From an optimization exercise on the open Yosys and OpenROAD flow, aimed at small area, a short achievable clock period and few clock cycles per item; shortcuts taken in it are not production practice. The RTL was checked by simulation tests, not by an equivalence proof against the original design. Power figures rest on the tool's default switching activity, not on a simulated workload.

Setup of trial 71:
==> flow/design.v <==
package saw_pkg;
  localparam logic [1:0] MODE_RX   = 2'd0;
  localparam logic [1:0] MODE_ENQ  = 2'd1;
  localparam logic [1:0] MODE_TICK = 2'd2;
  localparam logic [1:0] SEND_NONE = 2'd0;
  localparam logic [1:0] SEND_ATOM = 2'd1;
  localparam logic [1:0] SEND_INIT = 2'd2;
  localparam logic CFG_INIT_CHAR  = 1'b0;
  localparam logic CFG_ERROR_CHAR = 1'b1;
  localparam int WORD_W  = 64;
  localparam int COUNT_W = 9;
  localparam logic [2:0] OP_NOP     = 3'd0;
  localparam logic [2:0] OP_RX_INIT = 3'd1;
  localparam logic [2:0] OP_RX_DATA = 3'd2;
  localparam logic [2:0] OP_ENQ     = 3'd3;
  localparam logic [2:0] OP_TICK    = 3'd4;
  typedef logic [2:0] op_kind_t;
  typedef struct packed {
    op_kind_t          kind;
    logic [7:0]        rx_byte;
    logic [WORD_W-1:0] message;
  } op_t;
  typedef struct packed {
    logic [1:0]         send_kind;
    logic [WORD_W-1:0]  atom;
    logic               acked;
    logic               enqueue_accepted;
    logic [COUNT_W-1:0] queue_count;
    logic               link_ready;
  } res_t;
endpackage
module stop_and_wait_echo_ack_sender_core #(
  parameter int MSG_BYTES   = 8,
  parameter int QUEUE_DEPTH = 8
) (
  input  logic        clk,
  input  logic        rst,
  input  logic        in_valid,
  output logic        in_stall,
  input  logic [1:0]  mode,
  input  logic [7:0]  rx_byte,
  input  logic [63:0] message,
  output logic        out_valid,
  input  logic        out_stall,
  output logic [1:0]  send_kind,
  output logic [63:0] atom,
  output logic        acked,
  output logic        enqueue_accepted,
  output logic [8:0]  queue_count,
  output logic        link_ready,
  input  logic        cfg_write,
  input  logic        cfg_index,
  input  logic [7:0]  cfg_data
);
  logic [7:0] init_char;
  logic [7:0] error_char;
  always_ff @(posedge clk) begin
    if (rst) begin
      init_char  <= 8'd0;
      error_char <= 8'd0;
    end else if (cfg_write) begin
      if (cfg_index) error_char <= cfg_data;
      else           init_char  <= cfg_data;
    end
  end
  logic [63:0] q [8];        
  logic [3:0]  fill;         
  logic        link_up;
  logic        ack_ok;       
  logic        have_lead;    
  logic [2:0]  idx;          
  logic [7:0]  lead;         
  logic        mm;           
  logic [1:0]  o_kind;
  logic        o_acked;
  logic        o_enq;
  logic go;
  assign in_stall = out_valid & out_stall;
  assign go       = in_valid & ~in_stall;
  logic is_rx, is_init, rx_init, rx_data, is_enq, is_tick;
  assign is_rx   = (mode == 2'd0);
  assign is_init = (rx_byte == init_char);
  assign rx_init = is_rx & is_init;
  assign rx_data = is_rx & ~is_init & link_up;
  assign is_enq  = (mode == 2'd1);
  assign is_tick = (mode == 2'd2);
  logic nonempty, last, byte_ne, match, fin, send_fin, send_tick, deq;
  logic [7:0] hbyte;
  assign nonempty  = (fill != 4'd0);
  assign last      = have_lead & (idx == 3'd7);
  assign hbyte     = q[0][8*idx +: 8];
  assign byte_ne   = (rx_byte != hbyte);
  assign match     = nonempty & (lead != error_char) & ~mm & (rx_byte == q[0][63:56]);
  assign fin       = rx_data & last;
  assign send_fin  = match ? (fill > 4'd1) : nonempty;
  assign send_tick = is_tick & link_up & ack_ok & nonempty;
  assign deq       = go & fin & match;
  logic [7:0] ld;
  logic [7:0] hold;
  logic [6:0] st;            
  for (genvar i = 0; i < 8; i++) begin : g_ld
    assign ld[i] = go & is_enq & (fill == 4'(i));
  end
  for (genvar k = 0; k < 7; k++) begin : g_st
    assign st[k] = go & rx_data & have_lead & ~nonempty & (idx == 3'(k));
  end
  for (genvar i = 0; i < 7; i++) begin : g_hold
    assign hold[i] = ~(deq | ld[i]);
  end
  assign hold[7] = ~ld[7];
  logic [6:0] lane_ne;
  logic       mm_enq;
  for (genvar k = 0; k < 7; k++) begin : g_lane
    assign lane_ne[k] = (message[8*k +: 8] != q[7][8*k +: 8]) & (3'(k) < idx);
  end
  assign mm_enq = |lane_ne;
  for (genvar i = 0; i < 7; i++) begin : g_q
    always_ff @(posedge clk) begin
      q[i] <= ({64{deq}} & q[i+1]) | ({64{ld[i]}} & message) | ({64{hold[i]}} & q[i]);
    end
  end
  for (genvar k = 0; k < 8; k++) begin : g_q7
    if (k < 7) begin : g_st_lane
      always_ff @(posedge clk) begin
        q[7][8*k +: 8] <= ({8{ld[7]}} & message[8*k +: 8]) | ({8{st[k]}} & rx_byte)
                        | ({8{hold[7] & ~st[k]}} & q[7][8*k +: 8]);
      end
    end else begin : g_plain_lane
      always_ff @(posedge clk) begin
        q[7][8*k +: 8] <= ({8{ld[7]}} & message[8*k +: 8]) | ({8{hold[7]}} & q[7][8*k +: 8]);
      end
    end
  end
  always_ff @(posedge clk) begin
    if (go & rx_data & ~have_lead) begin
      lead <= rx_byte;
    end
    if (go & rx_data) begin
      if (~have_lead) mm <= 1'b0;
      else            mm <= mm | (nonempty & byte_ne);
    end else if (go & is_enq & ~nonempty) begin
      mm <= mm_enq;
    end
    if (go) begin
      o_kind  <= rx_init ? 2'd2 : ((fin & send_fin) | send_tick) ? 2'd1 : 2'd0;
      o_acked <= fin & match;
      o_enq   <= is_enq & ~fill[3];
    end
  end
  always_ff @(posedge clk) begin
    if (rst) begin
      fill      <= 4'd0;
      link_up   <= 1'b0;
      ack_ok    <= 1'b0;
      have_lead <= 1'b0;
      idx       <= 3'd0;
      out_valid <= 1'b0;
    end else begin
      if (go) begin
        out_valid <= 1'b1;
      end else if (~out_stall) begin
        out_valid <= 1'b0;
      end
      if (deq) begin
        fill <= fill - 4'd1;
      end else if (go & is_enq & ~fill[3]) begin
        fill <= fill + 4'd1;
      end
      if (go & rx_init) begin
        link_up <= 1'b1;
        if (~link_up) ack_ok <= 1'b1;
      end else if (go & fin) begin
        if (send_fin)   ack_ok <= 1'b0;
        else if (match) ack_ok <= 1'b1;
      end else if (go & send_tick) begin
        ack_ok <= 1'b0;
      end
      if (go & rx_data) begin
        have_lead <= ~last;
        if (have_lead) idx <= idx + 3'd1;
      end
    end
  end
  assign send_kind        = o_kind;
  assign atom             = {64{o_kind[0]}} & q[0];
  assign acked            = o_acked;
  assign enqueue_accepted = o_enq;
  assign queue_count      = {5'd0, fill};
  assign link_ready       = link_up;
endmodule
export LEC_CHECK = 0
export CAP_MARGIN = 20
export CORE_MARGIN = 2
export CORE_UTILIZATION = 40
export SLEW_MARGIN = 20
create_clock -name core_clock -period 5.0 [get_ports {clk}]
run.sh (not shown) runs the stock make flow with config.mk's settings and CLKGATE_MAP_FILE= SYNTH_SCRIPT=/design/flow/synth_recipe.tcl, a recipe that flattens the netlist after the stock synthesis.
Testbench counts of trial 71, summed over its fixed seeds: cycles 5,803, items 5,795.
The following lists how trial 4 was set up differently from trial 71:
Settings: putting ABC_CLOCK_PERIOD_IN_PS at 2400 where nothing was set; putting SETUP_SLACK_MARGIN at 2.6 where nothing was set.
Notes after the runs:
Trial 4 finished every stage and its layout cleared the timing, DRC and antenna checks.
In the final reports, the cell area of trial 4 is larger than that of trial 71.
The run showing the smaller global-route wire length before repair is trial 71.
Per the comparison of trial 4 with trial 71, register-to-register slack picked up an extra 0.88 ns; clock distribution power was more or less identical; floorplan die height barely changed.

[what the ideal ports hide]
How much do the figures lean on ideal ports? The routed layouts below were timed once more, with nothing changed but the port constraints. Step 1: set_driving_cell puts a clkbuf_16 on clk and a buf_2 on each other input, an assumption about the parent block. Step 2 adds t to the input delays and takes it off the output delays; t is the mean of the earliest and latest rising clock arrival at the registers after step 1. Input paths then give back, and output paths get back, about the clock's delay inside the block. Slacks: ideal ports / drivers / drivers and shift; pairs: ideal ports / drivers.
run | t (ns) | slack for setup (ns) | worst setup path at the end | worst slew at a driven data input, ns | pins driven straight from the clock port
trial 71 | 0.673 | 1.166 / 1.186 / 0.513 | input to register | 0.09 | 1
trial 4 | 0.681 | 2.201 / 2.149 / 1.531 | input to register | 0.07 | 1
After both steps setup and hold are still met in every run listed. The setup slack of trial 4, which loses most, moves by -0.052 ns with the drivers and by -0.670 ns with both steps.
